Context: an optimization exercise on an open-source flow, tuned for a short achievable clock period and few clock cycles per item. The choices shown serve that exercise and are no tape-out recipe. The RTL was checked by simulation tests, not by an equivalence proof against the original design. Power figures rest on the tool's default switching activity, not on a simulated workload.

<file path="flow/constraint.sdc">
create_clock -name core_clock -period 5.0 [get_ports {clk}]
set_input_delay 1.0000 -clock core_clock [delete_from_list [all_inputs] [get_ports {clk}]]
set_output_delay 1.0000 -clock core_clock [all_outputs]
set_load 0.01 [all_outputs]
</file>
<file path="flow/design.v">
`timescale 1ns / 1ps
`default_nettype none
package lrs_pkg;
    localparam int LRS_INDEX_BITS = 32;
    localparam int LRS_COUNT_W    = 48;
    localparam int LRS_UNIT_W     = 16;
    localparam int LRS_TOTAL_W    = 32;
    localparam int LRS_LIMIT_W    = LRS_COUNT_W + 1;
    localparam logic [LRS_UNIT_W-1:0] LRS_UNIT_RESET = LRS_UNIT_W'(100);
endpackage
`default_nettype wire
`timescale 1ns / 1ps
`default_nettype none
import lrs_pkg::*;
module lrs_luby_unit #(
    parameter int INDEX_BITS = 32,
    parameter int SEQ_W      = 6,
    parameter int GAP_W      = LRS_UNIT_W + INDEX_BITS - 1
) (
    input  wire logic                  clk,
    input  wire logic                  rst_n,
    input  wire logic [LRS_UNIT_W-1:0] unit,
    input  wire logic                  reload,    
    input  wire logic                  reload2,   
    input  wire logic                  advance,   
    input  wire logic                  last,      
    output logic [GAP_W-1:0]           gap0,
    output logic [GAP_W-1:0]           gap1
);
    logic [INDEX_BITS-1:0] u_reg;     
    logic [SEQ_W-1:0]      e0_reg;    
    logic [SEQ_W-1:0]      e1_reg;    
    logic [GAP_W-1:0]      gap0_reg;
    logic [GAP_W-1:0]      gap1_reg;
    logic [INDEX_BITS-1:0] us_reg;    
    logic [INDEX_BITS-1:0] u_inc;     
    logic                  wrap;
    assign wrap = us_reg[0];
    lrs_counter #(.W(INDEX_BITS), .LO(2), .INIT(2)) u_u (
        .clk   (clk),
        .rst_n (rst_n),
        .inc   (advance && !last && wrap),
        .value (u_reg),
        .value_inc (u_inc)
    );
    always_ff @(posedge clk or negedge rst_n)
    begin
        if (!rst_n)
        begin
            us_reg <= INDEX_BITS'(2);
            e0_reg <= '0;
            e1_reg <= '0;
        end
        else if (advance)
        begin
            e0_reg <= e1_reg;
            if (!last)
            begin
                if (wrap)
                begin
                    us_reg <= u_inc;
                    e1_reg <= '0;
                end
                else
                begin
                    us_reg <= us_reg >> 1;
                    e1_reg <= e1_reg + SEQ_W'(1);
                end
            end
        end
    end
    always_ff @(posedge clk)
    begin
        if (reload)
        begin
            gap0_reg <= GAP_W'(unit) << {e0_reg[SEQ_W-1:2], 2'b00};
            gap1_reg <= GAP_W'(unit) << {e1_reg[SEQ_W-1:2], 2'b00};
        end
        else if (reload2)
        begin
            gap0_reg <= gap0_reg << e0_reg[1:0];
            gap1_reg <= gap1_reg << e1_reg[1:0];
        end
        else if (advance)
        begin
            gap0_reg <= gap1_reg;
            if (!last)
                gap1_reg <= wrap ? GAP_W'(unit) : {gap1_reg[GAP_W-2:0], 1'b0};
        end
    end
    assign gap0 = gap0_reg;
    assign gap1 = gap1_reg;
endmodule
module lrs_counter #(
    parameter int W    = 32,
    parameter int LO   = 4,
    parameter int INIT = 0
) (
    input  wire logic         clk,
    input  wire logic         rst_n,
    input  wire logic         inc,
    output logic [W-1:0]      value,
    output logic [W-1:0]      value_inc    
);
    localparam logic [W-1:0] INIT_V = W'(INIT);
    logic [LO-1:0]   lo_reg;
    logic [W-LO-1:0] hi_reg;
    logic [W-LO-1:0] hi_up_reg;    
    always_ff @(posedge clk or negedge rst_n)
    begin
        if (!rst_n)
        begin
            lo_reg <= INIT_V[LO-1:0];
            hi_reg <= INIT_V[W-1:LO];
        end
        else
        begin
            if (inc)
            begin
                lo_reg <= lo_reg + LO'(1);
                if (&lo_reg)
                    hi_reg <= hi_up_reg;
            end
        end
    end
    always_ff @(posedge clk)
        hi_up_reg <= hi_reg + (W-LO)'(1);
    assign value     = {hi_reg, lo_reg};
    assign value_inc = {(&lo_reg) ? hi_up_reg : hi_reg, lo_reg + LO'(1)};
endmodule
module lrs_gp_tree #(
    parameter int N = 4
) (
    input  wire logic [N-1:0] g,
    input  wire logic [N-1:0] p,
    output logic              go,
    output logic              po
);
    localparam int L = (N > 1) ? $clog2(N) : 1;
    localparam int M = 1 << L;
    logic [2*M-2:0] tg;    
    logic [2*M-2:0] tp;
    for (genvar i = 0; i < M; i++) begin : g_leaf
        if (i < N) begin : g_in
            assign tg[M-1+i] = g[i];
            assign tp[M-1+i] = p[i];
        end else begin : g_pad
            assign tg[M-1+i] = 1'b0;
            assign tp[M-1+i] = 1'b1;
        end
    end
    for (genvar k = 0; k < M - 1; k++) begin : g_node
        assign tg[k] = tg[2*k+2] | (tp[2*k+2] & tg[2*k+1]);
        assign tp[k] = tp[2*k+2] & tp[2*k+1];
    end
    assign go = tg[0];
    assign po = tp[0];
endmodule
module lrs_cmp_part #(
    parameter int AW = 48,
    parameter int GW = 47,
    parameter int NG = 13       
) (
    input  wire logic [AW-1:0] a,
    input  wire logic [AW-1:0] b,
    input  wire logic [GW-1:0] g,
    output logic [NG-1:0]      grp_g,
    output logic [NG-1:0]      grp_p,
    output logic               top
);
    logic [49:0]     oa;
    logic [49:0]     ob;
    logic [49:0]     og;
    logic [49:0]     x;
    logic [49:0]     y;
    logic [4*NG-1:0] bg;
    logic [4*NG-1:0] bp;
    assign oa = {{(50-AW){1'b0}}, a};
    assign ob = ~{{(50-AW){1'b0}}, b};
    assign og = ~{{(50-GW){1'b0}}, g};
    assign x  = oa ^ ob ^ og;
    assign y  = {(oa[48:0] & ob[48:0]) | (oa[48:0] & og[48:0]) | (ob[48:0] & og[48:0]), 1'b1};
    assign bg = (4*NG)'(x[48:0] & y[48:0]);
    assign bp = {{(4*NG-49){1'b1}}, x[48:0] | y[48:0]};
    for (genvar j = 0; j < NG; j++) begin : g_grp
        lrs_gp_tree #(.N(4)) u_grp (
            .g (bg[4*j +: 4]), .p (bp[4*j +: 4]), .go (grp_g[j]), .po (grp_p[j]));
    end
    assign top = x[49] ^ y[49];
endmodule
module lrs_cmp_fin #(
    parameter int NG = 13
) (
    input  wire logic [NG-1:0] grp_g,
    input  wire logic [NG-1:0] grp_p,
    input  wire logic          top,
    output logic               gt
);
    logic c;
    logic unused_p;
    lrs_gp_tree #(.N(NG)) u_join (
        .g (grp_g), .p (grp_p), .go (c), .po (unused_p));
    assign gt = !(top ^ c);
endmodule
`default_nettype wire
`timescale 1ns / 1ps
`default_nettype none
import lrs_pkg::*;
module luby_restart_scheduler #(
    parameter int INDEX_BITS = lrs_pkg::LRS_INDEX_BITS
) (
    input  wire logic                              clk,
    input  wire logic                              rst_n,
    input  wire logic                              cfg_wr_en,
    input  wire logic [lrs_pkg::LRS_UNIT_W-1:0]    cfg_wr_data,
    input  wire logic                              in_valid,
    output logic                                   in_ready,
    input  wire logic [lrs_pkg::LRS_COUNT_W-1:0]   conflict_count,
    output logic                                   out_valid,
    input  wire logic                              out_ready,
    output logic                                   restart,
    output logic [lrs_pkg::LRS_TOTAL_W-1:0]        restart_total
);
    localparam int SEQ_W = $clog2(INDEX_BITS);
    localparam int GAP_W = LRS_UNIT_W + INDEX_BITS - 1;
    localparam int QD    = 5;
    logic [LRS_UNIT_W-1:0]  unit_reg;
    logic                   reload_reg;
    logic                   reload2_reg;
    logic                   in_ready_reg;
    logic [2:0]             occ_reg;
    logic [LRS_COUNT_W-1:0] a1_count;
    logic                   a1_valid;
    logic [LRS_COUNT_W-1:0] a2_count;
    logic                   a2_valid;
    logic [3:0][12:0]        a2_g;
    logic [3:0][12:0]        a2_p;
    logic [3:0]             a2_top;
    logic [LRS_COUNT_W-1:0] b_count;
    logic                   b_valid;
    logic                   b_gt_prev;
    logic                   b_gt_old;
    logic                   prev_fire;   
    logic [LRS_COUNT_W-1:0] lim_count;
    logic [GAP_W-1:0]       lim_gap;
    logic [INDEX_BITS-1:0]  total;       
    logic [QD-1:0]          q_valid;
    logic [QD-1:0]          q_fire;
    logic [GAP_W-1:0]       gap0;
    logic [GAP_W-1:0]       gap1;
    logic                   accept;
    logic                   fire;
    logic                   total_max;   
    logic                   total_last;  
    logic                   total_step;
    assign accept = in_valid && in_ready_reg;
    logic [3:0][2:0] occ_opt;    
    logic [3:0]      rdy_opt;
    always_comb
    begin
        for (int k = 0; k < 4; k++)
        begin
            occ_opt[k] = occ_reg + 3'(k[1] && in_ready_reg) - 3'(k[0] && q_valid[0]);
            rdy_opt[k] = occ_opt[k] < 3'(QD);
        end
    end
    always_ff @(posedge clk or negedge rst_n)
    begin
        if (!rst_n)
        begin
            unit_reg   <= LRS_UNIT_RESET;
            reload_reg  <= 1'b1;
            reload2_reg <= 1'b1;
            occ_reg     <= '0;
            a1_valid   <= 1'b0;
        end
        else
        begin
            if (cfg_wr_en)
                unit_reg <= cfg_wr_data;
            reload_reg  <= cfg_wr_en;    
            reload2_reg <= reload_reg;
            occ_reg    <= occ_opt[{in_valid, out_ready}];
            a1_valid   <= accept;
        end
    end
    always_ff @(posedge clk)
        in_ready_reg <= rdy_opt[{in_valid, out_ready}];
    always_ff @(posedge clk)
        a1_count <= conflict_count;
    logic [3:0][12:0] a1_g;
    logic [3:0][12:0] a1_p;
    logic [3:0] a1_top;
    lrs_cmp_part #(.AW(LRS_COUNT_W), .GW(GAP_W)) u_cmp_p1g0 (
        .a (a1_count), .b (a2_count), .g (gap0),
        .grp_g (a1_g[0]), .grp_p (a1_p[0]), .top (a1_top[0]));
    lrs_cmp_part #(.AW(LRS_COUNT_W), .GW(GAP_W)) u_cmp_p1g1 (
        .a (a1_count), .b (a2_count), .g (gap1),
        .grp_g (a1_g[1]), .grp_p (a1_p[1]), .top (a1_top[1]));
    lrs_cmp_part #(.AW(LRS_COUNT_W), .GW(GAP_W)) u_cmp_p2 (
        .a (a1_count), .b (b_count), .g (gap0),
        .grp_g (a1_g[2]), .grp_p (a1_p[2]), .top (a1_top[2]));
    lrs_cmp_part #(.AW(LRS_COUNT_W), .GW(GAP_W)) u_cmp_lim (
        .a (a1_count), .b (lim_count), .g (lim_gap),
        .grp_g (a1_g[3]), .grp_p (a1_p[3]), .top (a1_top[3]));
    always_ff @(posedge clk)
    begin
        a2_count <= a1_count;
        a2_g     <= a1_g;
        a2_p     <= a1_p;
        a2_top   <= a1_top;
    end
    logic [3:0] a2_gt;
    for (genvar k = 0; k < 4; k++) begin : g_fin
        lrs_cmp_fin u_fin (
            .grp_g (a2_g[k]), .grp_p (a2_p[k]), .top (a2_top[k]), .gt (a2_gt[k]));
    end
    always_ff @(posedge clk)
    begin
        b_count   <= a2_count;
        b_gt_prev <= prev_fire ? a2_gt[1] : a2_gt[0];
        b_gt_old  <= prev_fire ? a2_gt[2] : a2_gt[3];
    end
    assign fire       = b_valid && (prev_fire ? b_gt_prev : b_gt_old);
    assign total_step = fire && !total_max;
    always_ff @(posedge clk or negedge rst_n)
    begin
        if (!rst_n)
        begin
            a2_valid  <= 1'b0;
            b_valid   <= 1'b0;
            prev_fire <= 1'b0;
            lim_count  <= '0;
            lim_gap    <= '0;
            total_max  <= 1'b0;
            total_last <= 1'b0;
        end
        else
        begin
            a2_valid  <= a1_valid;
            b_valid   <= a2_valid;
            prev_fire <= fire;
            if (fire)
            begin
                lim_count <= b_count;
                lim_gap   <= gap0;
            end
            if (total_step)
            begin
                total_max  <= total_last;
                total_last <= total == {{(INDEX_BITS-2){1'b1}}, 2'b01};
            end
        end
    end
    lrs_counter #(.W(INDEX_BITS), .LO(4), .INIT(0)) u_total (
        .clk   (clk),
        .rst_n (rst_n),
        .inc   (total_step),
        .value (total),
        .value_inc ()
    );
    lrs_luby_unit #(
        .INDEX_BITS (INDEX_BITS),
        .SEQ_W      (SEQ_W),
        .GAP_W      (GAP_W)
    ) u_luby (
        .clk     (clk),
        .rst_n   (rst_n),
        .unit    (unit_reg),
        .reload  (reload_reg),
        .reload2 (reload2_reg),
        .advance (total_step),
        .last    (total_last),
        .gap0    (gap0),
        .gap1    (gap1)
    );
    localparam int LO = 4;
    localparam int HI = INDEX_BITS - LO;
    logic [1:0][QD-1:0]     n_valid;
    logic [1:0][QD-1:0]     n_fire;
    logic [1:0]             n_load;      
    logic [1:0]             n_hfire;     
    logic [LO-1:0]          head_lo;
    logic [HI-1:0]          head_hi;
    logic [HI-1:0]          head_hi_up;  
    logic                   head_zero;   
    logic                   head_max;    
    logic [INDEX_BITS-1:0]  out_total;   
    logic                   out_fire;    
    always_comb
    begin
        for (int t = 0; t < 2; t++)
        begin
            logic          tk;
            logic [QD:0]   sv;
            logic [QD:0]   sf;
            logic [QD-1:0] wr;
            tk = (t == 1) && q_valid[0];
            for (int i = 0; i < QD; i++)
            begin
                sv[i] = tk ? ((i < QD - 1) ? q_valid[i+1] : 1'b0) : q_valid[i];
                sf[i] = tk ? ((i < QD - 1) ? q_fire[i+1]  : 1'b0) : q_fire[i];
            end
            sv[QD] = 1'b0;
            sf[QD] = 1'b0;
            for (int i = 0; i < QD; i++)
                wr[i] = b_valid && !sv[i] && (i == 0 || sv[i-1]);
            for (int i = 0; i < QD; i++)
            begin
                n_valid[t][i] = sv[i] || wr[i];
                n_fire[t][i]  = wr[i] ? fire : sf[i];
            end
            n_load[t]  = (tk && q_valid[1]) || wr[0];
            n_hfire[t] = wr[0] ? fire : q_fire[1];
        end
    end
    logic [1:0][LO-1:0] h_lo;
    logic [1:0][HI-1:0] h_hi;
    logic [1:0]         h_max;
    always_comb
    begin
        for (int t = 0; t < 2; t++)
        begin
            logic step;
            step = n_hfire[t] && (head_zero || !head_max);
            if (head_zero)
            begin
                h_lo[t]  = LO'(n_hfire[t]);
                h_hi[t]  = '0;
                h_max[t] = 1'b0;
            end
            else
            begin
                h_lo[t]  = step ? head_lo + LO'(1) : head_lo;
                h_hi[t]  = (step && &head_lo) ? head_hi_up : head_hi;
                h_max[t] = head_max || (step && {head_hi, head_lo} == {{(INDEX_BITS-1){1'b1}}, 1'b0});
            end
        end
    end
    always_ff @(posedge clk or negedge rst_n)
    begin
        if (!rst_n)
        begin
            q_valid   <= '0;
            q_fire[0] <= 1'b0;
            head_zero <= 1'b1;
        end
        else
        begin
            q_valid <= n_valid[out_ready];
            if (n_load[out_ready])
                q_fire[0] <= n_hfire[out_ready];
            if (n_load[out_ready])
                head_zero <= 1'b0;
        end
    end
    always_ff @(posedge clk)
    begin
        q_fire[QD-1:1] <= n_fire[out_ready][QD-1:1];
        if (n_load[out_ready])
        begin
            head_lo  <= h_lo[out_ready];
            head_hi  <= h_hi[out_ready];
            head_max <= h_max[out_ready];
        end
        head_hi_up <= head_hi + HI'(1);
        out_fire   <= n_load[out_ready] ? n_hfire[out_ready] : q_fire[0];
        out_total  <= n_load[out_ready] ? {h_hi[out_ready], h_lo[out_ready]}
                                        : {head_hi, head_lo};
    end
    assign in_ready      = in_ready_reg;
    assign out_valid     = q_valid[0];
    assign restart       = out_fire;
    assign restart_total = LRS_TOTAL_W'(out_total);
endmodule
`default_nettype wire
</file>
<file path="flow/config.mk">
export PLATFORM = sky130hd
export DESIGN_NAME = luby_restart_scheduler
export DESIGN_NICKNAME = luby_restart_scheduler
export VERILOG_FILES = /design/flow/design.v
export SDC_FILE = /design/flow/constraint.sdc
export NUM_CORES = 4
export LEC_CHECK = 0
export ABC_CLOCK_PERIOD_IN_PS = 2000
export CAP_MARGIN = 20
export CORE_MARGIN = 2
export CORE_UTILIZATION = 60
export CTS_CLUSTER_DIAMETER = 100
export CTS_CLUSTER_SIZE = 30
export GPL_TIMING_DRIVEN = 1
export PLACE_DENSITY = 0.75
export SETUP_SLACK_MARGIN = 3.0
export SLEW_MARGIN = 20
</file>
<file path="flow/run.sh">
#!/bin/bash
# synth_recipe.tcl (not shown) runs the flow's synth.tcl, then flattens the netlist and writes it again
# the make line also repeats each setting of config.mk as NAME=value (left out here)
make -C /OpenROAD-flow-scripts/flow DESIGN_CONFIG=/design/flow/config.mk WORK_HOME=/design/flow/orfs CLKGATE_MAP_FILE= SYNTH_SCRIPT=/design/flow/synth_recipe.tcl finish
</file>
==> results of run 1 <==
## per-stage QoR
| stage | hold slack [ns] | utilization [%] | instance area [sq um] |
|---|---|---|---|
| finish | 0.3452 | 67.32 | 39510 |
| detailed placement | 0.3377 | 62.97 | 36950 |
| floorplan | 0.3308 | - | 35510 |
| global route | 0.3668 | 67.32 | 39510 |
| CTS | 0.3352 | 66.38 | 38950 |
| global placement | 0.3378 | 62.94 | 36940 |
## cell families (layout without fill, tap and decap cells)
family | Yosys count | count (layout)
fa+ha+maj | 209 | 209
flops | 727 | 727
buf+inv | 418 | 539
compound gates | 772 | 773
mux | 291 | 291
xor+xnor | 88 | 88
simple gates | 853 | 863
## layout make-up
cell class,count,area (sq um),area share [%]
Clock inverter,8,98.84,0.2502
Sequential cell,727,17130,43.35
Tap cell,773,967.2,2.448
Multi-Input combinational cell,2224,17030,43.12
Timing Repair Buffer,226,2416,6.116
Inverter,257,993.5,2.515
Clock buffer,48,870.8,2.204
## placed cells by master, fill, tap and decap left out, types with 30 or more instances in the layout
cell	Yosys	layout
nand2_1	391	391
dfxtp_1	361	343
a21oi_1	289	286
inv_1	253	247
mux2i_1	219	219
dfrtp_1	227	213
nor2_1	192	191
fa_1	188	188
o21ai_0	161	151
edfxtp_1	131	131
nand3_1	110	110
o221ai_1	86	86
buf_4	4	79
clkdlybuf4s50_1	0	66
o22ai_1	56	56
xnor2_1	56	56
nand2b_1	46	45
mux2_2	39	39
clkbuf_16	0	33
xor2_1	32	32
a22o_1	30	30
## timing repair
action                     CTS  global route
gates cloned                14             3
pin swaps                   19            16
gates resized for setup    235            53
hold buffers                 0             0
buffers inserted            64            33
setup endpoints to repair  520           273
## cell usage after synthesis, types with 4 or more instances
cell type and instances:
mux2_4 21, nor3_1 17, a221oi_1 12, clkbuf_1 89, mux2i_1 219, nand4_1 27, and4_1 10, buf_4 4
dfstp_2 8, o21a_1 6, a32oi_1 4, a211oi_1 21, nor2_1 192, a2bb2oi_1 6, nand2_1 391, mux2_2 39
inv_1 253, xnor2_1 56, xor2_1 32, mux4_2 11, ha_1 18, edfxtp_1 131, o221ai_1 86, a31oi_1 15
fa_1 188, o211a_1 4, o211ai_1 9, buf_2 47, dfrtp_1 227, nor2b_1 19, o32ai_1 4, a22o_1 30
nand2b_1 46, o21ai_0 161, a21o_1 18, a21oi_1 289, nand3_1 110, dfxtp_1 361, buf_1 14, and2_1 6
buf_6 7, and3_1 16, o22ai_1 56, a22oi_1 21
## path summary, 6_finish.rpt
path / endpoint / cells after the start / slack, ns / start
min reg2reg: a2_count[19] / 0 / 0.36 / a1_count[19]
max in group asynchronous: u_luby.us_reg[19] / 2 / 3.64 / rst_n
max reg2reg: head_hi[21] / 9 / 2.96 / q_valid[0]
min in group core_clock: a2_count[19] / 0 / 0.36 / a1_count[19]
min: lim_gap[42] / 1 / 0.35 / rst_n
max: out_valid / 1 / 2.77 / q_valid[0]
## power by group
| group | internal [mW] | leakage (nW) | switching, mW |
|---|---|---|---|
| Combinational | 4.00 | 8.67 | 5.01 |
| Sequential | 7.90 | 7.43 | 1.77 |
| Clock | 1.25 | 0.469 | 1.93 |
## routing by layer
metal	global-route usage, %	up-vias	share of wire, %
met5	0	-	0
met4	10.83	0	4.2
met3	3.516	207	7.3
met2	48.57	1050	47
met1	40.83	13130	41
li1	-	11889	-
==> results.toml, run 1 <==
[setup_path]
cp_top_family = "flip-flops"
path_buf_inv = 1
crit_chain = "buf_6"
path_max_fanout = 2
cp_slowest_cell = "dfrtp_2"
worstPathRequired_ns = 4.00
slowest_delay_ns = 0.44
critPathCaptureType = "output port"
path_class = "reg2out"
arrival_ns = 1.23
start_kind = "flop"

[clock_tree]
clkLatencyLatePin_ns = 0.66
clkTransAtPathRegs_ns = 0.12
cts_root_buffer = "clkbuf_16"
cts_inserted_buffers = 30
clock-sinks = 727
cts_tree = "yes"
htreeDepth = 1
clk_path_buf_depth = 3

[yosys]
ys_ff_latch = 727
synthTopCellsByArea = "dfxtp_1 20%, dfrtp_1 16%, edfxtp_1 11%, fa_1 11%, mux2i_1 6.2%"
synth-simple-area-share_pct = 10.86
synth_top_family_by_area = "compound AO/OA/AOI/OAI gates"
synthArstFlopShare_pct = 32.32
yosys.area.top_type_share_pct = 20.40
synth.largest_area_cell = "dfxtp_1"
synth_ff_type = "dfxtp_1"
synth_fa_ha_area_share_pct = 11.35
synth.yosys.seq_area_share_pct = 48.14
synth-compound-area-share_pct = 13.64
syn_avg_cell_area_sq_um = 10.55
synth_edf_count = 131
muxShareOfSynthArea_pct = 9.057
syn-instance-count = 3358
yosysUniqueCellTypes = 81
synth_warnings = 6
synth-xor-area-share_pct = 2.176
synth_area_sq_um = 35420

[grt]
grt_pass1_wl_microns = 143100
grt_overflow_total = 0
grt_max_degree = 97
antenna_found_initial = 1
grt_pass1_vias = 26083
grt_usage_pct = 29.64

[detailed_routing]
drc = 0
drtIter0Drc = 2507
via_count = 26276
drtAntennaViolNets = 0
wl_per_cell_microns = 21.55
wirelength_microns = 91860
via_per_inst = 6.164
drt_pass1_iterations = 6

[timing]
maxSlewViolCount = 0
fin_ws_ns = 2.770
finalCritPeriodShare_pct = 44.61
worstMarginPinSlew_ns = 0.8331
fmax_mhz = 448.4
setup_tns_ns = 0
setup_viol = 0
fin_crit_ns = 2.230
final-hold-violation-count = 0
slew_headroom_pct = 43.87
finClkSkew_ns = 0.02775
rsz0062_at_grt = "yes"

[placed_design]
dpl.hpwl_microns = 60850
place_inst = 4093
place_congestion = 0.9671
place_ws_ns = 1.442
port_buffers = 103

[layout]
drive_gt1_share_pct = 10.97
fin_nets = 3741
stdcell_count = 4263
fill_cells = 4314
insertedDiodeCount = 0
area_growth_pct = 11.53

[floorplanning]
die_w_microns = 247.0
core_sq_um = 58690
row_count = 89
die_h_microns = 247.0
initial_core_util_pct = 60.36
dieArea_sq_um = 60990
io_pins = 104

[run_status]
status = "finished clean"

[pwr]
p_leak_nw = 16.57
ir_drop_mv = 0.4351
pwr_density_cell_nw_per_um2 = 553.5
p_total_mw = 21.87

[run]
maxCapViolCount = 0

[worst_hold_path]
hp-class = "in2async"
Testbench counts, summed over its fixed seeds: cycles 22,528, items 22,400.
==> inputs of run 2 (changes only) <==
--- a/flow/design.v
+++ b/flow/design.v
@@ -246,3 +246,5 @@
     logic [INDEX_BITS-1:0]  total;       
-    logic [QD-1:0]          q_valid;
+    logic [QD-1:0]          q_valid;     
+    logic                   q_empty;     
+    logic                   out_vld;     
     logic [QD-1:0]          q_fire;
@@ -262,3 +264,3 @@
         begin
-            occ_opt[k] = occ_reg + 3'(k[1] && in_ready_reg) - 3'(k[0] && q_valid[0]);
+            occ_opt[k] = occ_reg + 3'(k[1] && in_ready_reg) - 3'(k[0] && !q_empty);
             rdy_opt[k] = occ_opt[k] < 3'(QD);
@@ -397,6 +399,6 @@
             logic [QD-1:0] wr;
-            tk = (t == 1) && q_valid[0];
+            tk = (t == 1) && !q_empty;
             for (int i = 0; i < QD; i++)
             begin
-                sv[i] = tk ? ((i < QD - 1) ? q_valid[i+1] : 1'b0) : q_valid[i];
+                sv[i] = tk ? ((i < QD - 1) ? q_valid[i+1] : 1'b0) : ((i == 0) ? !q_empty : q_valid[i]);
                 sf[i] = tk ? ((i < QD - 1) ? q_fire[i+1]  : 1'b0) : q_fire[i];
@@ -444,2 +446,4 @@
             q_valid   <= '0;
+            q_empty   <= 1'b1;
+            out_vld   <= 1'b0;
             q_fire[0] <= 1'b0;
@@ -450,2 +454,4 @@
             q_valid <= n_valid[out_ready];
+            q_empty <= !n_valid[out_ready][0];
+            out_vld <= n_valid[out_ready][0];
             if (n_load[out_ready])
@@ -471,3 +477,3 @@
     assign in_ready      = in_ready_reg;
-    assign out_valid     = q_valid[0];
+    assign out_valid     = out_vld;
     assign restart       = out_fire;
--- a/flow/config.mk
+++ b/flow/config.mk
@@ -10,7 +10,4 @@
 export CORE_MARGIN = 2
-export CORE_UTILIZATION = 60
-export CTS_CLUSTER_DIAMETER = 100
-export CTS_CLUSTER_SIZE = 30
+export CORE_UTILIZATION = 40
 export GPL_TIMING_DRIVEN = 1
-export PLACE_DENSITY = 0.75
 export SETUP_SLACK_MARGIN = 3.0
==> run 2 against run 1 <==
  * Setup slack better by 0.11 ns
  * Still clean on timing, DRC and antenna
  * Critical endpoint unchanged
  * Area after synthesis is 0.28% higher
  * Largest cell class unchanged
  * Core utilization is 20 points lower
==> results.toml, run 2 <==
[run_status]
status = "finished clean"

[clock_tree]
cts_tree = "yes"
hold_buffers = 0
clock-sinks = 728
clkLatencyLatePin_ns = 0.65
cts_root_buffer = "clkbuf_16"
clkTransAtPathRegs_ns = 0.06
clk_path_buf_depth = 3
htreeDepth = 3
cts_inserted_buffers = 82

[detailed_routing]
via_count = 25426
via_per_inst = 5.364
drtIter0Drc = 2016
wl_per_cell_microns = 19.39
drtAntennaViolNets = 0
drt_pass1_iterations = 6
drc = 0
wirelength_microns = 91910

[pwr]
p_leak_nw = 17.35
pwr_density_cell_nw_per_um2 = 587.8
ir_drop_mv = 0.3500

[placed_design]
dpl.hpwl_microns = 60200
port_buffers = 103
place_area_sq_um = 37500
place_congestion = 0.9056

[setup_path]
worstPathRequired_ns = 4.00
path_buf_inv = 1
arrival_ns = 1.12
path_class = "reg2out"
cp_slowest_cell = "dfrtp_1"
crit_chain = "buf_2"
cp_top_family = "flip-flops"
slowest_delay_ns = 0.35
start_kind = "flop"
path_max_fanout = 1
critPathCaptureType = "output port"

[timing]
finalCritPeriodShare_pct = 42.40
slew_headroom_pct = 41.05
maxSlewViolCount = 0
setup_viol = 0
fin_crit_ns = 2.120
setup_tns_ns = 0
worstMarginPinSlew_ns = 0.8750
fmax_mhz = 471.7
rsz0062_at_grt = "yes"
final-hold-violation-count = 0
finClkSkew_ns = 0.02742

[layout]
register_area_sq_um = 17160
postLayoutCellArea_sq_um = 41810
final_common_cell = "nand2_1"
area_growth_pct = 17.72
fin_nets = 3780
layout_common_cells = "402 x nand2_1, 341 x dfxtp_1, 264 x a21oi_1"
drive_gt1_share_pct = 13.06
insertedDiodeCount = 0
multi_input_area_sq_um = 17030
fill_cells = 8057

[worst_hold_path]
hp-class = "reg2reg"

[grt]
grt_pass1_wl_microns = 143400
antenna_found_initial = 3
grt_usage_pct = 19.94
grt_pass1_vias = 25210
grt_max_degree = 97
grt_overflow_total = 0

[yosys]
synthTopCellsByArea = "dfxtp_1 20%, dfrtp_1 16%, edfxtp_1 11%, fa_1 11%, mux2i_1 6.0%"
synth_common_cells = "403 x nand2_1, 361 x dfxtp_1, 265 x a21oi_1, 256 x inv_1, 227 x dfrtp_1"
synth_edf_count = 131
synth_warnings = 6
synth_ff_type = "dfxtp_1"
syn_avg_cell_area_sq_um = 10.56
synthArstFlopShare_pct = 32.42
yosysUniqueCellTypes = 78
synth.most_common_cell = "nand2_1"
syn-instance-count = 3363
yosys.area.top_type_share_pct = 20.35
synth.largest_area_cell = "dfxtp_1"
ys_ff_latch = 728
synth_area_sq_um = 35520
synth.yosys.seq_area_share_pct = 48.08

[floorplanning]
row_count = 109
die_h_microns = 302.0
dieArea_sq_um = 91200
io_pins = 104
core_sq_um = 88240
initial_core_util_pct = 40.25
die_w_microns = 302.0

[run]
maxCapViolCount = 0
==> run 2: final cells by class <==
type | count | share of cell area (%)
flip-flops and latches | 728 | 41.03
clock inverters | 35 | 1.017
well taps | 1165 | 3.486
multi-input cells | 2221 | 40.73
repair buffers | 213 | 5.605
inverters | 259 | 2.406
clock buffers | 119 | 5.724
==> run 2: metrics by stage <==
stage	worst slack [ns]	instances	hold WS [ns]	total power [mW]	util, %
after detailed placement	1.496	4489	0.3349	17.69	42.50
after global routing	2.831	4740	0.3496	26.26	47.39
after CTS	2.832	4703	0.3430	24.47	46.82
after global placement	1.548	4489	0.3336	17.54	42.50
final	2.880	4740	0.3471	24.58	47.39
after floorplan	2.640	3363	0.3308	15.07	-
==> run 2: what timing repair did <==
action,in CTS,in global routing
cloned,12,4
pin swaps,18,8
resized for setup,262,43
buffers inserted,48,33
setup endpoints to repair,510,204
==> run 2: final timing paths <==
kind	cells past startpoint	slack [ns]	from	endpoint
setup / recovery	1	2.88	q_valid[0]	out_valid
hold / removal	0	0.35	a2_count[37]	b_count[37]
setup reg to reg	6	3.00	u_luby.e1_reg[2]	u_luby.gap1_reg[18]
hold reg to reg	0	0.35	a2_count[37]	b_count[37]
max in group asynchronous	2	3.53	rst_n	b_valid
min in group asynchronous	1	0.36	rst_n	unit_reg[8]
==> run 2: per-layer routing <==
layer / vias to the layer above / routed length [microns] / global-route usage (%)
met5: - / 86 / 0.6211
li1: 12060 / - / -
met4: 4 / 2965 / 7.202
met1: 12559 / 41220 / 26.91
met3: 184 / 4988 / 3.972
met2: 619 / 42650 / 31.85
==> run 2: cells by family (layout without fill, tap and decap cells) <==
kind of cell | count (synthesis) | after routing | synth area share, %
AND/OR/NAND/NOR | 871 | 878 | 10.98
AO/OA/AOI/OAI | 749 | 750 | 13.17
flip-flops | 728 | 728 | 48.08
buffers and inverters | 422 | 626 | 4.829
multiplexers | 297 | 297 | 9.490
adder cells (fa/ha/maj) | 208 | 208 | 11.29
XOR/XNOR | 88 | 88 | 2.170
==> run 2: where the power goes <==
group          total [mW]  switching, mW  internal (mW)
Clock                6.21           2.54           3.67
Sequential           9.65           1.72           7.93
Combinational        8.71           4.77           3.94
Testbench counts of run 2, summed over its fixed seeds: cycles 22,528, items 22,400.
==> inputs of run 3 (changes only) <==
--- a/flow/config.mk
+++ b/flow/config.mk
@@ -10,3 +10,3 @@
 export CORE_MARGIN = 2
-export CORE_UTILIZATION = 40
+export CORE_UTILIZATION = 60
 export GPL_TIMING_DRIVEN = 1
==> run 3 against run 2 <==
  * Setup slack got worse by 0.016 ns
  * First-iteration DRC count rose by 12%
  * Still clean
  * Sequential cell count unchanged
  * Global-route usage grew 11 points
  * Non-clock buffer count shrank 10
==> results.toml, run 3 <==
[run_status]
status = "finished clean"

[grt]
grt_pass1_wl_microns = 145900
grt_overflow_total = 0
grt_usage_pct = 30.70
antenna_found_initial = 3
grt_pass1_vias = 26299
grt_max_degree = 98

[floorplanning]
core_sq_um = 58800
io_pins = 104
row_count = 89
die_w_microns = 247.3
initial_core_util_pct = 60.41
dieArea_sq_um = 61160
die_h_microns = 247.3

[setup_path]
start_kind = "flop"
cp_top_family = "flip-flops"
cp-startpoint = "q_valid[0]"
worstPathRequired_ns = 4.00
r2r_slack_ns = 2.87
critPathCaptureType = "output port"
ff2ff_path_depth = 5
crit_chain = "buf_2"
r2r_end = "u_luby.gap0_reg[39]"
r2r_start = "prev_fire"
cp_slowest_cell = "dfrtp_1"
path_max_fanout = 1
path_class = "reg2out"
slowest_delay_ns = 0.38
arrival_ns = 1.14
path_buf_inv = 1

[yosys]
synthTopCellsByArea = "dfxtp_1 20%, dfrtp_1 16%, edfxtp_1 11%, fa_1 11%, mux2i_1 6.0%"
synth_common_cells = "403 x nand2_1, 361 x dfxtp_1, 265 x a21oi_1, 256 x inv_1, 227 x dfrtp_1"
synth.yosys.seq_area_share_pct = 48.08
synth_area_sq_um = 35520
ys_ff_latch = 728
synth.largest_area_cell = "dfxtp_1"
syn-instance-count = 3363
synth_edf_count = 131
synth.most_common_cell = "nand2_1"
synthArstFlopShare_pct = 32.42
synth_warnings = 6
yosysUniqueCellTypes = 78
syn_avg_cell_area_sq_um = 10.56
synth_ff_type = "dfxtp_1"
yosys.area.top_type_share_pct = 20.35

[layout]
area_growth_pct = 16.21
drive_gt1_share_pct = 13.78
final_common_cell = "nand2_1"
insertedDiodeCount = 0
layout_common_cells = "377 x nand2_1, 341 x dfxtp_1, 253 x a21oi_1"
fin_nets = 3772
fill_cells = 4330

[pwr]
pwr_density_cell_nw_per_um2 = 588.1
ir_drop_mv = 0.4757
p_switching_mw = 8.949
p_leak_nw = 17.32
clock_power_share_pct = 24.2
swShare_pct = 36.87
intPower_mw = 15.33
seqPwrFrac_pct = 39.9
pwr-share-comb_pct = 35.9

[clock_tree]
clkTransAtPathRegs_ns = 0.06
cts_inserted_buffers = 78
clkLatencyLatePin_ns = 0.62
cts_root_buffer = "clkbuf_16"
hold_buffers = 0
htreeDepth = 3
cts_tree = "yes"
clock-sinks = 728
clk_path_buf_depth = 3

[placed_design]
port_buffers = 103
dpl.hpwl_microns = 60830
place_congestion = 0.9383

[timing]
hold_slack_ns = 0.3122
finalCritPeriodShare_pct = 42.72
final-hold-violation-count = 0
fin_crit_ns = 2.136
finClkSkew_ns = 0.01935
slew_headroom_pct = 41.52
worstMarginPinSlew_ns = 0.8680
setup_tns_ns = 0
setup_viol = 0
fmax_mhz = 468.2
maxSlewViolCount = 0
rsz0062_at_grt = "yes"

[worst_hold_path]
hp-class = "in2async"

[detailed_routing]
drt_pass1_iterations = 8
wirelength_microns = 93610
via_count = 26036
via_per_inst = 6.006
drc = 0
wl_per_cell_microns = 21.59
drtIter0Drc = 2259
drtAntennaViolNets = 0

[run]
maxCapViolCount = 0
-- run 3: changes by cell type in the layout (fill, tap and decap cells not counted), moves of 5 or more --
cell,previous run,this run
nand2_2,1,22
nand2_1,402,377
a21oi_2,1,12
o21ai_1,9,3
buf_4,62,44
a21oi_1,264,253
o21ai_0,162,167
clkbuf_8,17,11
-- run 3: layer usage --
layer / vias up / wire length, microns / GRT usage [%]
li1: 12041 / - / -
met1: 12872 / 41040 / 42.79
met2: 893 / 43400 / 49.35
met3: 228 / 5856 / 4.971
met4: 2 / 3306 / 10.13
met5: - / 8 / 0
-- run 3: what timing repair did --
item,CTS,global route
resized for setup,250,110
cloned,13,8
setup buffers,49,26
endpoints found under the hold margin,0,0
pin swaps,27,28
endpoints found under the setup margin,472,324
-- run 3: cells by family after synthesis --
logic type | Yosys count | share of synthesized area [%]
buf+inv | 422 | 4.829
xor+xnor | 88 | 2.170
compound gates | 749 | 13.17
flops | 728 | 48.08
fa+ha+maj | 208 | 11.29
mux | 297 | 9.490
simple gates | 871 | 10.98
-- run 3: area by class of cell --
type | count | area [sq um] | share of cell area, %
sequential | 728 | 17150 | 41.54
inverter | 259 | 1001 | 2.425
clock buffer | 114 | 2326 | 5.635
tap | 773 | 967.2 | 2.343
timing repair buffer | 203 | 2322 | 5.626
multi-input combinational | 2227 | 17230 | 41.73
clock inverter | 31 | 286.5 | 0.6942
-- run 3: worst max path at each step --
| stage | endpoint | slack, ns | cells past startpoint |
|---|---|---|---|
| floorplan | head_hi[0] | 2.64 | 8 |
| detailed placement | out_total[29] | 1.47 | 8 |
| CTS | out_valid | 2.83 | 1 |
| global placement | out_total[16] | 1.54 | 8 |
| finish | out_valid | 2.86 | 1 |
| global route | out_valid | 2.83 | 1 |
-- run 3: power groups by stage --
stage	combinational [mW]	clock, mW	sequential (mW)
2_1_floorplan	6.09	0	8.98
3_3_place_gp	7.61	0	9.67
3_5_place_dp	7.91	0	9.73
4_1_cts	8.31	5.97	9.64
5_1_grt	9.68	6.19	9.89
6_report	8.71	5.87	9.69
-- run 3: stage by stage --
step                      instance area (sq um)  total power, mW  cells  utilization [%]  worst slack, ns
final                                     41280            24.28   4335            70.20            2.864
after global routing                      41280            25.76   4335            70.20            2.830
after CTS                                 40560            23.92   4301            68.98            2.835
after detailed placement                  36990            17.64   4094            62.91            1.473
after global placement                    36990            17.28   4094            62.91            1.539
after floorplan                           35570            15.07   3363                -            2.640
==> inputs of run 4 (changes only) <==
--- a/flow/config.mk
+++ b/flow/config.mk
@@ -10,4 +10,5 @@
 export CORE_MARGIN = 2
-export CORE_UTILIZATION = 60
+export CORE_UTILIZATION = 40
 export GPL_TIMING_DRIVEN = 1
+export PLACE_DENSITY = 0.8
 export SETUP_SLACK_MARGIN = 3.0
==> run 4 against run 3 <==
  * Setup slack worse by 0.0042 ns
  * Power increased by 1.7%
  * Final area is 1.3% higher
  * Global-route usage down 11 points
  * Hold slack better by 0.025 ns
  * First-iteration DRC count is 17% higher
  * Non-clock buffer count is 3 higher
  * Area after synthesis is the same
  * Sequential cell count stayed put
  * Critical path type unchanged
==> results.toml, run 4 <==
[clock_tree]
cts_inserted_buffers = 79
htreeDepth = 3
clkLatencyLatePin_ns = 0.65
clock-sinks = 728
clkTransAtPathRegs_ns = 0.06
cts_root_buffer = "clkbuf_16"
clk_path_buf_depth = 3
cts_tree = "yes"

[detailed_routing]
drtIter0Drc = 2642
drc = 0
wl_per_cell_microns = 19.53
via_per_inst = 5.592
drt_pass1_iterations = 6
drtAntennaViolNets = 0
wirelength_microns = 92480
via_count = 26480

[timing]
final-hold-violation-count = 0
fmax_mhz = 467.3
fin_ws_ns = 2.860
finalCritPeriodShare_pct = 42.80
worstMarginPinSlew_ns = 0.9219
maxSlewViolCount = 0
finClkSkew_ns = 0.03427
setup_viol = 0
setup_tns_ns = 0
fin_crit_ns = 2.140
slew_headroom_pct = 37.89
rsz0062_at_grt = "yes"

[grt]
grt_max_degree = 97
grt_pass1_vias = 26558
grt_usage_pct = 19.77
grt_pass1_wl_microns = 144100
grt_overflow_total = 0
antenna_found_initial = 4

[setup_path]
start_kind = "flop"
path_max_fanout = 1
path_class = "reg2out"
slowest_delay_ns = 0.36
arrival_ns = 1.14
r2r_slack_ns = 2.93
r2r_end = "u_luby.gap0_reg[12]"
path_buf_inv = 1
r2r_start = "u_luby.e0_reg[2]"
worstPathRequired_ns = 4.00
crit_end = "out_valid"
cp_slowest_cell = "dfrtp_1"
crit_cells = 1
cp-startpoint = "q_valid[0]"
critPathCaptureType = "output port"
cp_top_family = "flip-flops"
crit_chain = "buf_2"
ff2ff_path_depth = 5

[worst_hold_path]
hold_path_depth = 0
hp-class = "reg2reg"

[layout]
postLayoutCellArea_sq_um = 41830
stdcell_count = 4735
fin_nets = 3777
drive_gt1_share_pct = 13.20
area_growth_pct = 17.78
fill_cells = 7618
final_common_cell = "nand2_1"
layout_common_cells = "403 x nand2_1, 330 x dfxtp_1, 265 x a21oi_1"

[pwr]
ir_drop_mv = 0.5306
p_switching_mw = 9.233
swShare_pct = 37.40
pwr_density_cell_nw_per_um2 = 590.2
intPower_mw = 15.46
p_leak_nw = 17.31
clock_power_share_pct = 24.6
seqPwrFrac_pct = 39.1
pwr-share-comb_pct = 36.3

[placed_design]
place_inst = 4486
port_buffers = 103
place_area_sq_um = 37480
place_ws_ns = 1.747
dpl.hpwl_microns = 58200
place_congestion = 0.9504

[yosys]
syn_avg_cell_area_sq_um = 10.56
synth.most_common_cell = "nand2_1"
synth_warnings = 6
ys_ff_latch = 728
synthTopCellsByArea = "dfxtp_1 20%, dfrtp_1 16%, edfxtp_1 11%, fa_1 11%, mux2i_1 6.0%"
yosys.area.top_type_share_pct = 20.35
synth.yosys.seq_area_share_pct = 48.08
synth_common_cells = "403 x nand2_1, 361 x dfxtp_1, 265 x a21oi_1, 256 x inv_1, 227 x dfrtp_1"
synthArstFlopShare_pct = 32.42
synth_area_sq_um = 35520
synth_edf_count = 131
synth_ff_type = "dfxtp_1"
synth.largest_area_cell = "dfxtp_1"
syn-instance-count = 3363
yosysUniqueCellTypes = 78

[floorplanning]
dieArea_sq_um = 91200
die_h_microns = 302.0
io_pins = 104
initial_core_util_pct = 40.25
row_count = 109
core_sq_um = 88240
die_w_microns = 302.0

[run_status]
status = "finished clean"

[run]
maxCapViolCount = 0
-- run 4: layout make-up --
cell class	instances	area (sq um)	share of cell area, %
Timing Repair inverter	1	8.758	0.02094
Tap cell	1165	1458	3.484
Multi-Input combinational cell	2227	17150	41.00
Clock inverter	30	430.4	1.029
Inverter	259	1023	2.447
Sequential cell	728	17170	41.03
Clock buffer	118	2293	5.482
Timing Repair Buffer	206	2301	5.500
Antenna cell	1	2.502	0.005982
-- run 4: how the worst min path moves through the flow --
| stage | startpoint | endpoint | slack, ns |
|---|---|---|---|
| floorplan | a1_count[0] | a2_count[0] | 0.33 |
| global placement | a1_valid | a2_valid | 0.33 |
| detailed placement | a1_valid | a2_valid | 0.33 |
| CTS | a2_count[13] | b_count[13] | 0.34 |
| global route | a2_count[13] | b_count[13] | 0.35 |
| finish | a2_count[13] | b_count[13] | 0.34 |
-- run 4: worst reg2reg max path, cell delays in order (launching register included) --
cell	delay, ns
dfrtp_4	0.54
buf_4	0.27
mux2i_1	0.45
nand2_1	0.09
o21ai_1	0.27
o22ai_1	0.17
-- run 4: cells by family after synthesis --
kind of cell    Yosys count  synth area share, %
simple gates            871                10.98
mux                     297                9.490
compound gates          749                13.17
flops                   728                48.08
fa+ha+maj               208                11.29
buf+inv                 422                4.829
xor+xnor                 88                2.170
-- run 4: repair_timing --
action,4_1_cts,5_1_grt
gates cloned,20,2
buffers inserted,54,24
gates resized for setup,269,60
hold buffers,0,0
setup endpoints to repair,519,212
pin swaps,20,13
-- run 4: per-layer routing --
metal	track usage (%)	routed length, microns
met5	0	27
met4	8.970	3697
met3	3.555	6751
met2	33.10	44900
met1	24.97	37100
-- run 4: stage by stage --
stage	hold slack (ns)	total power [mW]	utilization [%]
6_report	0.3374	24.69	47.41
3_5_place_dp	0.3347	17.62	42.47
5_1_grt	0.3473	26.06	47.41
3_3_place_gp	0.3326	17.22	42.47
2_1_floorplan	0.3308	15.07	-
4_1_cts	0.3386	24.34	46.85
-- run 4: power by group through the flow --
| stage | Sequential (mW) | Combinational (mW) | Clock, mW |
|---|---|---|---|
| after detailed placement | 9.72 | 7.90 | 0 |
| after floorplan | 8.98 | 6.09 | 0 |
| after CTS | 9.60 | 8.59 | 6.15 |
| after global placement | 9.67 | 7.55 | 0 |
| final | 9.66 | 8.97 | 6.06 |
| after global routing | 9.85 | 9.82 | 6.39 |
==> inputs of run 5 (changes only) <==
--- a/flow/design.v
+++ b/flow/design.v
@@ -38,3 +38,3 @@
     assign wrap = us_reg[0];
-    lrs_counter #(.W(INDEX_BITS), .LO(2), .INIT(2)) u_u (
+    lrs_counter #(.W(INDEX_BITS), .LO(2), .INIT(2), .LAZY(1'b1)) u_u (
         .clk   (clk),
@@ -96,3 +96,4 @@
     parameter int LO   = 4,
-    parameter int INIT = 0
+    parameter int INIT = 0,
+    parameter bit LAZY = 1'b0
 ) (
@@ -108,2 +109,3 @@
     logic [W-LO-1:0] hi_up_reg;    
+    logic            carry_reg;    
     always_ff @(posedge clk or negedge rst_n)
@@ -112,4 +114,5 @@
         begin
-            lo_reg <= INIT_V[LO-1:0];
-            hi_reg <= INIT_V[W-1:LO];
+            lo_reg    <= INIT_V[LO-1:0];
+            hi_reg    <= INIT_V[W-1:LO];
+            carry_reg <= 1'b0;
         end
@@ -118,7 +121,11 @@
             if (inc)
-            begin
                 lo_reg <= lo_reg + LO'(1);
-                if (&lo_reg)
+            if (LAZY)
+            begin
+                carry_reg <= inc && &lo_reg;
+                if (carry_reg)
                     hi_reg <= hi_up_reg;
             end
+            else if (inc && &lo_reg)
+                hi_reg <= hi_up_reg;
         end
@@ -227,4 +234,4 @@
     logic [LRS_UNIT_W-1:0]  unit_reg;
-    logic                   reload_reg;
-    logic                   reload2_reg;
+    logic                   reload_n;    
+    logic                   reload2_n;   
     logic                   in_ready_reg;
@@ -273,4 +280,4 @@
             unit_reg   <= LRS_UNIT_RESET;
-            reload_reg  <= 1'b1;
-            reload2_reg <= 1'b1;
+            reload_n    <= 1'b0;
+            reload2_n   <= 1'b0;
             occ_reg     <= '0;
@@ -282,4 +289,4 @@
                 unit_reg <= cfg_wr_data;
-            reload_reg  <= cfg_wr_en;    
-            reload2_reg <= reload_reg;
+            reload_n    <= !cfg_wr_en;   
+            reload2_n   <= reload_n;
             occ_reg    <= occ_opt[{in_valid, out_ready}];
@@ -356,3 +363,3 @@
     end
-    lrs_counter #(.W(INDEX_BITS), .LO(4), .INIT(0)) u_total (
+    lrs_counter #(.W(INDEX_BITS), .LO(4), .INIT(0), .LAZY(1'b1)) u_total (
         .clk   (clk),
@@ -371,4 +378,4 @@
         .unit    (unit_reg),
-        .reload  (reload_reg),
-        .reload2 (reload2_reg),
+        .reload  (!reload_n),
+        .reload2 (!reload2_n),
         .advance (total_step),
@@ -387,3 +394,5 @@
     logic [HI-1:0]          head_hi_up;  
-    logic                   head_zero;   
+    logic                   head_live;   
+    logic                   head_zero;
+    assign head_zero = !head_live;
     logic                   head_max;    
@@ -449,3 +458,3 @@
             q_fire[0] <= 1'b0;
-            head_zero <= 1'b1;
+            head_live <= 1'b0;
         end
@@ -459,3 +468,3 @@
             if (n_load[out_ready])
-                head_zero <= 1'b0;
+                head_live <= 1'b1;
         end
--- a/flow/config.mk
+++ b/flow/config.mk
@@ -12,3 +12,2 @@
 export GPL_TIMING_DRIVEN = 1
-export PLACE_DENSITY = 0.8
 export SETUP_SLACK_MARGIN = 3.0
==> run 5 against run 4 <==
  * Die area up 0.50%
  * Still clean
  * Largest cell class is now multi-input combinational cells
  * Register-to-register slack lost 0.06 ns
  * Global-route usage is 0.48 points higher
  * Highest routed layer unchanged
  * Non-clock buffer count rose by 10
  * Synthesized cell count is 0.51% higher
  * Critical path type unchanged
  * Fmax fell by 0.35%
  * Clock skew grew 0.0063 ns
==> results.toml, run 5 <==
[run_status]
status = "finished clean"

[detailed_routing]
wl_per_cell_microns = 19.81
drtAntennaViolNets = 0
wirelength_microns = 94330
via_count = 25947
drt_pass1_iterations = 5
via_per_inst = 5.450
drtIter0Drc = 2320
drc = 0

[yosys]
synth.largest_area_cell = "dfxtp_1"
synth-compound-area-share_pct = 14.17
synth_common_cells = "489 x nand2_1, 361 x dfxtp_1, 246 x inv_1, 238 x o21ai_0, 232 x dfrtp_1"
syn-instance-count = 3380
yosysUniqueCellTypes = 71
ys_ff_latch = 730
synth-xor-area-share_pct = 2.183
synth_area_sq_um = 35700
yosys.area.top_type_share_pct = 20.24
synth_warnings = 6
syn_avg_cell_area_sq_um = 10.56
synth-simple-area-share_pct = 10.96
muxShareOfSynthArea_pct = 8.818
synth.yosys.seq_area_share_pct = 47.97
synth_ff_type = "dfxtp_1"
synth_top_family_by_area = "compound AO/OA/AOI/OAI gates"
synth_edf_count = 131
synthTopCellsByArea = "dfxtp_1 20%, dfrtp_1 16%, edfxtp_1 11%, fa_1 11%, nand2_1 5.1%"
synth.most_common_cell = "nand2_1"
synth_fa_ha_area_share_pct = 11.29
synthArstFlopShare_pct = 32.60

[placed_design]
dpl.hpwl_microns = 60670
place_inst = 4504
port_buffers = 103
place_congestion = 0.8848

[timing]
setup_viol = 0
maxSlewViolCount = 0
slew_headroom_pct = 41.12
final-hold-violation-count = 0
worstMarginPinSlew_ns = 0.8832
rsz0062_at_grt = "yes"
setup_tns_ns = 0
hold_slack_ns = 0.3353
finClkSkew_ns = 0.04056
fin_crit_ns = 2.148
fmax_mhz = 465.7
finalCritPeriodShare_pct = 42.95

[clock_tree]
htreeDepth = 3
cts_inserted_buffers = 84
clock-sinks = 730
hold_buffers = 0
cts_root_buffer = "clkbuf_16"
clk_path_buf_depth = 3
clkLatencyLatePin_ns = 0.67
clkTransAtPathRegs_ns = 0.06
cts_tree = "yes"

[grt]
antenna_found_initial = 4
grt_overflow_total = 0
grt_pass1_wl_microns = 145700
grt_max_degree = 94
grt_usage_pct = 20.25
grt_pass1_vias = 25573

[pwr]
pwr-share-comb_pct = 36.1
pwr_density_cell_nw_per_um2 = 588.2
clock_power_share_pct = 25.7
swShare_pct = 36.37
intPower_mw = 15.92
p_total_mw = 25.02
p_switching_mw = 9.099
ir_drop_mv = 0.3527
seqPwrFrac_pct = 38.2
p_leak_nw = 17.51

[setup_path]
slowest_delay_ns = 0.35
start_kind = "flop"
path_max_fanout = 1
arrival_ns = 1.15
r2r_slack_ns = 2.87
cp-startpoint = "q_valid[0]"
crit_end = "out_valid"
crit_cells = 1
cp_top_family = "flip-flops"
path_class = "reg2out"
path_buf_inv = 1
worstPathRequired_ns = 4.00
crit_chain = "buf_2"
critPathCaptureType = "output port"
cp_slowest_cell = "dfrtp_1"
ff2ff_path_depth = 7
r2r_end = "u_luby.e1_reg[0]"
r2r_start = "prev_fire"

[layout]
utilization_pct = 48.13
fin_nets = 3800
stdcell_count = 4761
area_growth_pct = 19.14
insertedDiodeCount = 0
drive_gt1_share_pct = 16.16
final_common_cell = "nand2_1"
layout_common_cells = "474 x nand2_1, 333 x dfxtp_1, 243 x inv_1"

[floorplanning]
row_count = 109
io_pins = 104
initial_core_util_pct = 40.40
die_h_microns = 302.8
core_sq_um = 88370
dieArea_sq_um = 91660
die_w_microns = 302.8

[run]
maxCapViolCount = 0

[worst_hold_path]
hp-class = "in2async"
==> run 5: changes by cell type in the layout (fill, tap and decap cells not counted), moves of 17 or more <==
cell / before / now
a22o_1: 31 / 73
mux2_2: 41 / 97
o22ai_1: 55 / 35
mux2i_1: 212 / 114
a21oi_1: 265 / 198
nand2_1: 403 / 474
mux2_4: 24 / 2
o21ai_0: 163 / 220
nor2_1: 199 / 118
o211ai_1: 8 / 29
mux4_2: 18 / 38
a21boi_1: 0 / 28
a31oi_1: 21 / 4
==> run 5: layer usage <==
| metal | wire [microns] | track usage (%) |
|---|---|---|
| met2 | 44240 | 32.64 |
| met5 | 27 | 0 |
| met3 | 5100 | 3.215 |
| met4 | 2847 | 6.404 |
| met1 | 42110 | 28.04 |
==> run 5: power by group through the flow <==
stage,Combinational [mW],Clock (mW),Sequential (mW)
4_1_cts,8.55,6.58,9.56
5_1_grt,10.1,6.82,9.77
6_report,9.03,6.44,9.55
3_5_place_dp,7.86,0,9.72
2_1_floorplan,6.10,0,8.94
3_3_place_gp,7.72,0,9.71
==> run 5: worst min-delay path by stage <==
stage | cells after the start | slack (ns) | end | startpoint
finish | 1 | 0.34 | lim_count[6] | rst_n
global route | 0 | 0.35 | b_count[22] | a2_count[22]
CTS | 0 | 0.35 | b_count[22] | a2_count[22]
detailed placement | 0 | 0.34 | a2_valid | a1_valid
global placement | 0 | 0.33 | b_count[29] | a2_count[29]
floorplan | 0 | 0.33 | a2_count[0] | a1_count[0]
==> run 5: repair_timing <==
item	in CTS	in global routing
gates cloned	13	16
buffers inserted	39	32
resized for setup	272	120
pin swaps	12	30
setup endpoints to repair	491	311
==> run 5: cell families after synthesis <==
| logic type | after synthesis |
|---|---|
| simple gates | 885 |
| xor+xnor | 89 |
| flops | 730 |
| buf+inv | 422 |
| mux | 253 |
| compound gates | 791 |
| fa+ha+maj | 210 |
==> run 5: final cells by class <==
| class | instances | area [sq um] |
|---|---|---|
| clock inverter | 33 | 442.9 |
| fill | 8102 | 45840 |
| multi-input combinational | 2243 | 17560 |
| sequential | 730 | 17200 |
| clock buffer | 124 | 2516 |
| inverter | 249 | 957.2 |
| tap | 1165 | 1458 |
| timing repair inverter | 1 | 7.507 |
| timing repair buffer | 216 | 2387 |
==> run 5: metrics by stage <==
step	instance area [sq um]	setup slack (ns)
after floorplan	35820	2.543
after global placement	37810	1.407
after detailed placement	37810	1.389
after CTS	41580	2.801
after global routing	42530	2.785
final	42530	2.852
Testbench counts of run 5, summed over its fixed seeds: cycles 22,528, items 22,400.
==> inputs of run 6 (changes only) <==
--- a/flow/design.v
+++ b/flow/design.v
@@ -38,3 +38,3 @@
     assign wrap = us_reg[0];
-    lrs_counter #(.W(INDEX_BITS), .LO(2), .INIT(2), .LAZY(1'b1)) u_u (
+    lrs_counter #(.W(INDEX_BITS), .LO(2), .INIT(2)) u_u (
         .clk   (clk),
@@ -96,4 +96,3 @@
     parameter int LO   = 4,
-    parameter int INIT = 0,
-    parameter bit LAZY = 1'b0
+    parameter int INIT = 0
 ) (
@@ -109,3 +108,2 @@
     logic [W-LO-1:0] hi_up_reg;    
-    logic            carry_reg;    
     always_ff @(posedge clk or negedge rst_n)
@@ -114,5 +112,4 @@
         begin
-            lo_reg    <= INIT_V[LO-1:0];
-            hi_reg    <= INIT_V[W-1:LO];
-            carry_reg <= 1'b0;
+            lo_reg <= INIT_V[LO-1:0];
+            hi_reg <= INIT_V[W-1:LO];
         end
@@ -121,11 +118,7 @@
             if (inc)
-                lo_reg <= lo_reg + LO'(1);
-            if (LAZY)
             begin
-                carry_reg <= inc && &lo_reg;
-                if (carry_reg)
+                lo_reg <= lo_reg + LO'(1);
+                if (&lo_reg)
                     hi_reg <= hi_up_reg;
             end
-            else if (inc && &lo_reg)
-                hi_reg <= hi_up_reg;
         end
@@ -211,2 +204,21 @@
 endmodule
+module lrs_pick #(
+    parameter int W = 1
+) (
+    input  wire logic         sel,
+    input  wire logic [W-1:0] a1,
+    input  wire logic [W-1:0] a0,
+    output logic [W-1:0]      y
+);
+    assign y = sel ? a1 : a0;
+endmodule
+module lrs_pick4 #(
+    parameter int W = 1
+) (
+    input  wire logic [1:0]     sel,
+    input  wire logic [4*W-1:0] a,      
+    output logic [W-1:0]        y
+);
+    assign y = a[sel*W +: W];
+endmodule
 `default_nettype wire
@@ -234,4 +246,4 @@
     logic [LRS_UNIT_W-1:0]  unit_reg;
-    logic                   reload_n;    
-    logic                   reload2_n;   
+    logic                   reload_reg;
+    logic                   reload2_reg;
     logic                   in_ready_reg;
@@ -275,2 +287,9 @@
     end
+    logic [2:0] occ_next;
+    logic       rdy_next;
+    lrs_pick4 #(.W(4)) u_pick_in (
+        .sel ({in_valid, out_ready}),
+        .a   ({occ_opt[3], rdy_opt[3], occ_opt[2], rdy_opt[2],
+               occ_opt[1], rdy_opt[1], occ_opt[0], rdy_opt[0]}),
+        .y   ({occ_next, rdy_next}));
     always_ff @(posedge clk or negedge rst_n)
@@ -279,7 +298,7 @@
         begin
-            unit_reg   <= LRS_UNIT_RESET;
-            reload_n    <= 1'b0;
-            reload2_n   <= 1'b0;
+            unit_reg    <= LRS_UNIT_RESET;
+            reload_reg  <= 1'b1;
+            reload2_reg <= 1'b1;
             occ_reg     <= '0;
-            a1_valid   <= 1'b0;
+            a1_valid    <= 1'b0;
         end
@@ -289,6 +308,6 @@
                 unit_reg <= cfg_wr_data;
-            reload_n    <= !cfg_wr_en;   
-            reload2_n   <= reload_n;
-            occ_reg    <= occ_opt[{in_valid, out_ready}];
-            a1_valid   <= accept;
+            reload_reg  <= cfg_wr_en;    
+            reload2_reg <= reload_reg;
+            occ_reg     <= occ_next;
+            a1_valid    <= accept;
         end
@@ -296,3 +315,3 @@
     always_ff @(posedge clk)
-        in_ready_reg <= rdy_opt[{in_valid, out_ready}];
+        in_ready_reg <= rdy_next;
     always_ff @(posedge clk)
@@ -363,3 +382,3 @@
     end
-    lrs_counter #(.W(INDEX_BITS), .LO(4), .INIT(0), .LAZY(1'b1)) u_total (
+    lrs_counter #(.W(INDEX_BITS), .LO(4), .INIT(0)) u_total (
         .clk   (clk),
@@ -378,4 +397,4 @@
         .unit    (unit_reg),
-        .reload  (!reload_n),
-        .reload2 (!reload2_n),
+        .reload  (reload_reg),
+        .reload2 (reload2_reg),
         .advance (total_step),
@@ -394,5 +413,3 @@
     logic [HI-1:0]          head_hi_up;  
-    logic                   head_live;   
-    logic                   head_zero;
-    assign head_zero = !head_live;
+    logic                   head_zero;   
     logic                   head_max;    
@@ -450,2 +467,27 @@
     end
+    localparam int SW = 2 * QD + 2 + INDEX_BITS;
+    logic [1:0][SW-1:0] st_opt;
+    logic [SW-1:0]      st_int;
+    logic [QD+INDEX_BITS:0] out_opt [2];
+    logic [QD+INDEX_BITS:0] st_out;
+    always_comb
+    begin
+        for (int t = 0; t < 2; t++)
+        begin
+            st_opt[t] = {n_valid[t],
+                         n_fire[t][QD-1:1],
+                         n_load[t] ? n_hfire[t] : q_fire[0],
+                         head_zero && !n_load[t],
+                         n_load[t] ? h_max[t] : head_max,
+                         n_load[t] ? {h_hi[t], h_lo[t]} : {head_hi, head_lo}};
+            out_opt[t] = {n_valid[t][0],
+                          {(QD-1){1'b0}},
+                          n_load[t] ? n_hfire[t] : q_fire[0],
+                          n_load[t] ? {h_hi[t], h_lo[t]} : {head_hi, head_lo}};
+        end
+    end
+    lrs_pick #(.W(SW)) u_pick_state (
+        .sel (out_ready), .a1 (st_opt[1]), .a0 (st_opt[0]), .y (st_int));
+    lrs_pick #(.W(QD+INDEX_BITS+1)) u_pick_out (
+        .sel (out_ready), .a1 (out_opt[1]), .a0 (out_opt[0]), .y (st_out));
     always_ff @(posedge clk or negedge rst_n)
@@ -458,3 +500,3 @@
             q_fire[0] <= 1'b0;
-            head_live <= 1'b0;
+            head_zero <= 1'b1;
         end
@@ -462,9 +504,7 @@
         begin
-            q_valid <= n_valid[out_ready];
-            q_empty <= !n_valid[out_ready][0];
-            out_vld <= n_valid[out_ready][0];
-            if (n_load[out_ready])
-                q_fire[0] <= n_hfire[out_ready];
-            if (n_load[out_ready])
-                head_live <= 1'b1;
+            q_valid   <= st_int[SW-1 -: QD];
+            q_empty   <= !st_int[SW-1-QD+1];
+            out_vld   <= st_out[QD+INDEX_BITS];
+            q_fire[0] <= st_int[INDEX_BITS+2];
+            head_zero <= st_int[INDEX_BITS+1];
         end
@@ -473,13 +513,8 @@
     begin
-        q_fire[QD-1:1] <= n_fire[out_ready][QD-1:1];
-        if (n_load[out_ready])
-        begin
-            head_lo  <= h_lo[out_ready];
-            head_hi  <= h_hi[out_ready];
-            head_max <= h_max[out_ready];
-        end
-        head_hi_up <= head_hi + HI'(1);
-        out_fire   <= n_load[out_ready] ? n_hfire[out_ready] : q_fire[0];
-        out_total  <= n_load[out_ready] ? {h_hi[out_ready], h_lo[out_ready]}
-                                        : {head_hi, head_lo};
+        q_fire[QD-1:1] <= st_int[SW-1-QD -: QD-1];
+        head_max       <= st_int[INDEX_BITS];
+        {head_hi, head_lo} <= st_int[INDEX_BITS-1:0];
+        head_hi_up     <= head_hi + HI'(1);
+        out_fire       <= st_out[INDEX_BITS];
+        out_total      <= st_out[INDEX_BITS-1:0];
     end
--- a/flow/config.mk
+++ b/flow/config.mk
@@ -14 +14,2 @@
 export SLEW_MARGIN = 20
+export SYNTH_HIERARCHICAL = 1
==> run 6 against run 5 <==
  * Power is 4.0% lower
  * Wire length is 4.7% higher
  * Largest cell class unchanged
  * Area after synthesis is 6.3% higher
==> results.toml, run 6 <==
[setup_path]
cp_slowest_cell = "dfrtp_1"
cp_top_family = "flip-flops"
crit_end = "out_valid"
critPathCaptureType = "output port"
slowest_delay_ns = 0.35
cp-startpoint = "out_vld"
worstPathRequired_ns = 4.00
crit_chain = "buf_2"
arrival_ns = 1.15
r2r_end = "out_total[3]"
start_kind = "flop"
ff2ff_path_depth = 6
path_class = "reg2out"
r2r_slack_ns = 2.93
crit_cells = 1
path_buf_inv = 1
path_max_fanout = 1
r2r_start = "q_empty"

[grt]
grt_max_degree = 96
use_met1_pct = 28.26
grt_pass1_wl_microns = 156300
antenna_found_initial = 4
grt_pass1_vias = 28032
grt_overflow_total = 0
met3_usage_pct = 3.099
grt.busiest_layer = "met2"
met2_usage_pct = 31.57
grt_usage_pct = 19.94

[timing]
finalCritPeriodShare_pct = 42.96
rsz0062_at_grt = "yes"
fin_crit_ns = 2.148
final-hold-violation-count = 0
slew_headroom_pct = 43.86
setup_tns_ns = 0
fmax_mhz = 465.6
finClkSkew_ns = 0.02505
setup_viol = 0
worstMarginPinSlew_ns = 0.8395
maxSlewViolCount = 0

[layout]
stdcell_count = 5379
insertedDiodeCount = 0
largest_reg_flops = 52
fill_cells = 8757
max_flop_register = "a2_g"
final_common_cell = "nand2_1"
layout_common_cells = "744 x nand2_1, 383 x dfxtp_1, 366 x nor2_1"
fin_nets = 4316
drive_gt1_share_pct = 17.99
area_growth_pct = 18.83

[yosys]
synth_warnings = 16
syn_avg_cell_area_sq_um = 9.838
synth_area_sq_um = 37970
syn-instance-count = 3859

[detailed_routing]
via_count = 28017
drc = 0
wirelength_microns = 98780
drtAntennaViolNets = 0
drtIter0Drc = 2232
via_per_inst = 5.209
drt_pass1_iterations = 6
wl_per_cell_microns = 18.36

[run_status]
status = "finished clean"

[floorplanning]
io_pins = 104
row_count = 113
dieArea_sq_um = 97400
die_w_microns = 312.1
die_h_microns = 312.1
core_sq_um = 94590
initial_core_util_pct = 40.14

[clock_tree]
cts_inserted_buffers = 86
clkLatencyLatePin_ns = 0.67
cts_root_buffer = "clkbuf_16"
clk_path_buf_depth = 3
cts_tree = "yes"
clkTransAtPathRegs_ns = 0.06
hold_buffers = 0
htreeDepth = 3
clock-sinks = 737

[pwr]
p_switching_mw = 8.891
pwr_density_cell_nw_per_um2 = 532.4
p_leak_nw = 19.82
seqPwrFrac_pct = 37.9
ir_drop_mv = 0.2979
pwr-share-comb_pct = 35.3
clock_power_share_pct = 26.8
intPower_mw = 15.13
swShare_pct = 37.01

[placed_design]
place_congestion = 0.8868
dpl.hpwl_microns = 63980
place_inst = 5111
port_buffers = 103

[worst_hold_path]
hp-class = "reg2reg"

[run]
maxCapViolCount = 0
## run 6: area by class of cell
cell class / instances / area [sq um] / area share (%)
multi-input combinational: 2749 / 20220 / 44.82
sequential: 737 / 16960 / 37.59
clock buffer: 131 / 2596 / 5.755
timing repair buffer: 228 / 2525 / 5.597
tap: 1265 / 1583 / 3.508
inverter: 239 / 909.6 / 2.016
clock inverter: 30 / 320.3 / 0.7100
## run 6: how the worst min path moves through the flow
stage / from / end / slack [ns] / depth (start not counted)
6_report: a2_valid / b_valid / 0.34 / 0
5_1_grt: a2_valid / b_valid / 0.36 / 0
4_1_cts: a2_valid / b_valid / 0.34 / 0
3_5_place_dp: a2_valid / b_valid / 0.34 / 0
3_3_place_gp: a1_valid / a2_valid / 0.34 / 0
2_1_floorplan: a1_valid / a2_valid / 0.33 / 0
## run 6: power by group through the flow
| stage | Clock, mW | Sequential, mW | Combinational (mW) |
|---|---|---|---|
| after floorplan | 0 | 8.42 | 5.83 |
| after global placement | 0 | 9.25 | 6.99 |
| after detailed placement | 0 | 9.27 | 7.17 |
| after CTS | 6.59 | 9.10 | 7.77 |
| after global routing | 6.83 | 9.27 | 9.57 |
| final | 6.45 | 9.10 | 8.48 |
## run 6: metrics by stage
step	util (%)	worst slack, ns	hold WS (ns)	total power [mW]	area (sq um)
2_1_floorplan	-	2.701	0.3312	14.25	38200
3_3_place_gp	42.39	1.716	0.3386	16.24	40100
3_5_place_dp	42.40	1.630	0.3356	16.44	40110
4_1_cts	46.47	2.803	0.3414	23.46	43950
5_1_grt	47.70	2.797	0.3583	25.67	45120
6_report	47.70	2.852	0.3432	24.02	45120
## run 6: timing repair
item	in CTS	in global routing
endpoints found under the setup margin	494	292
gates cloned	12	12
pin swaps	17	61
setup buffers	53	30
endpoints found under the hold margin	0	0
gates resized for setup	278	163
## run 6: per-layer routing
layer / vias to the layer above / wire (microns)
met4: 8 / 2389
met2: 775 / 45260
met3: 182 / 5488
met1: 13625 / 45590
met5: - / 52
li1: 13427 / -
Testbench counts of run 6, summed over its fixed seeds: cycles 22,528, items 22,400.

Re-timed with assumed drivers on the ports (clkbuf_16 on the clock, buf_2 on other inputs), run 6 has 2.786 ns of setup slack against 2.852 ns with ideal ports, and 2.358 ns once port delays also move by the mid clock arrival of 0.724 ns.
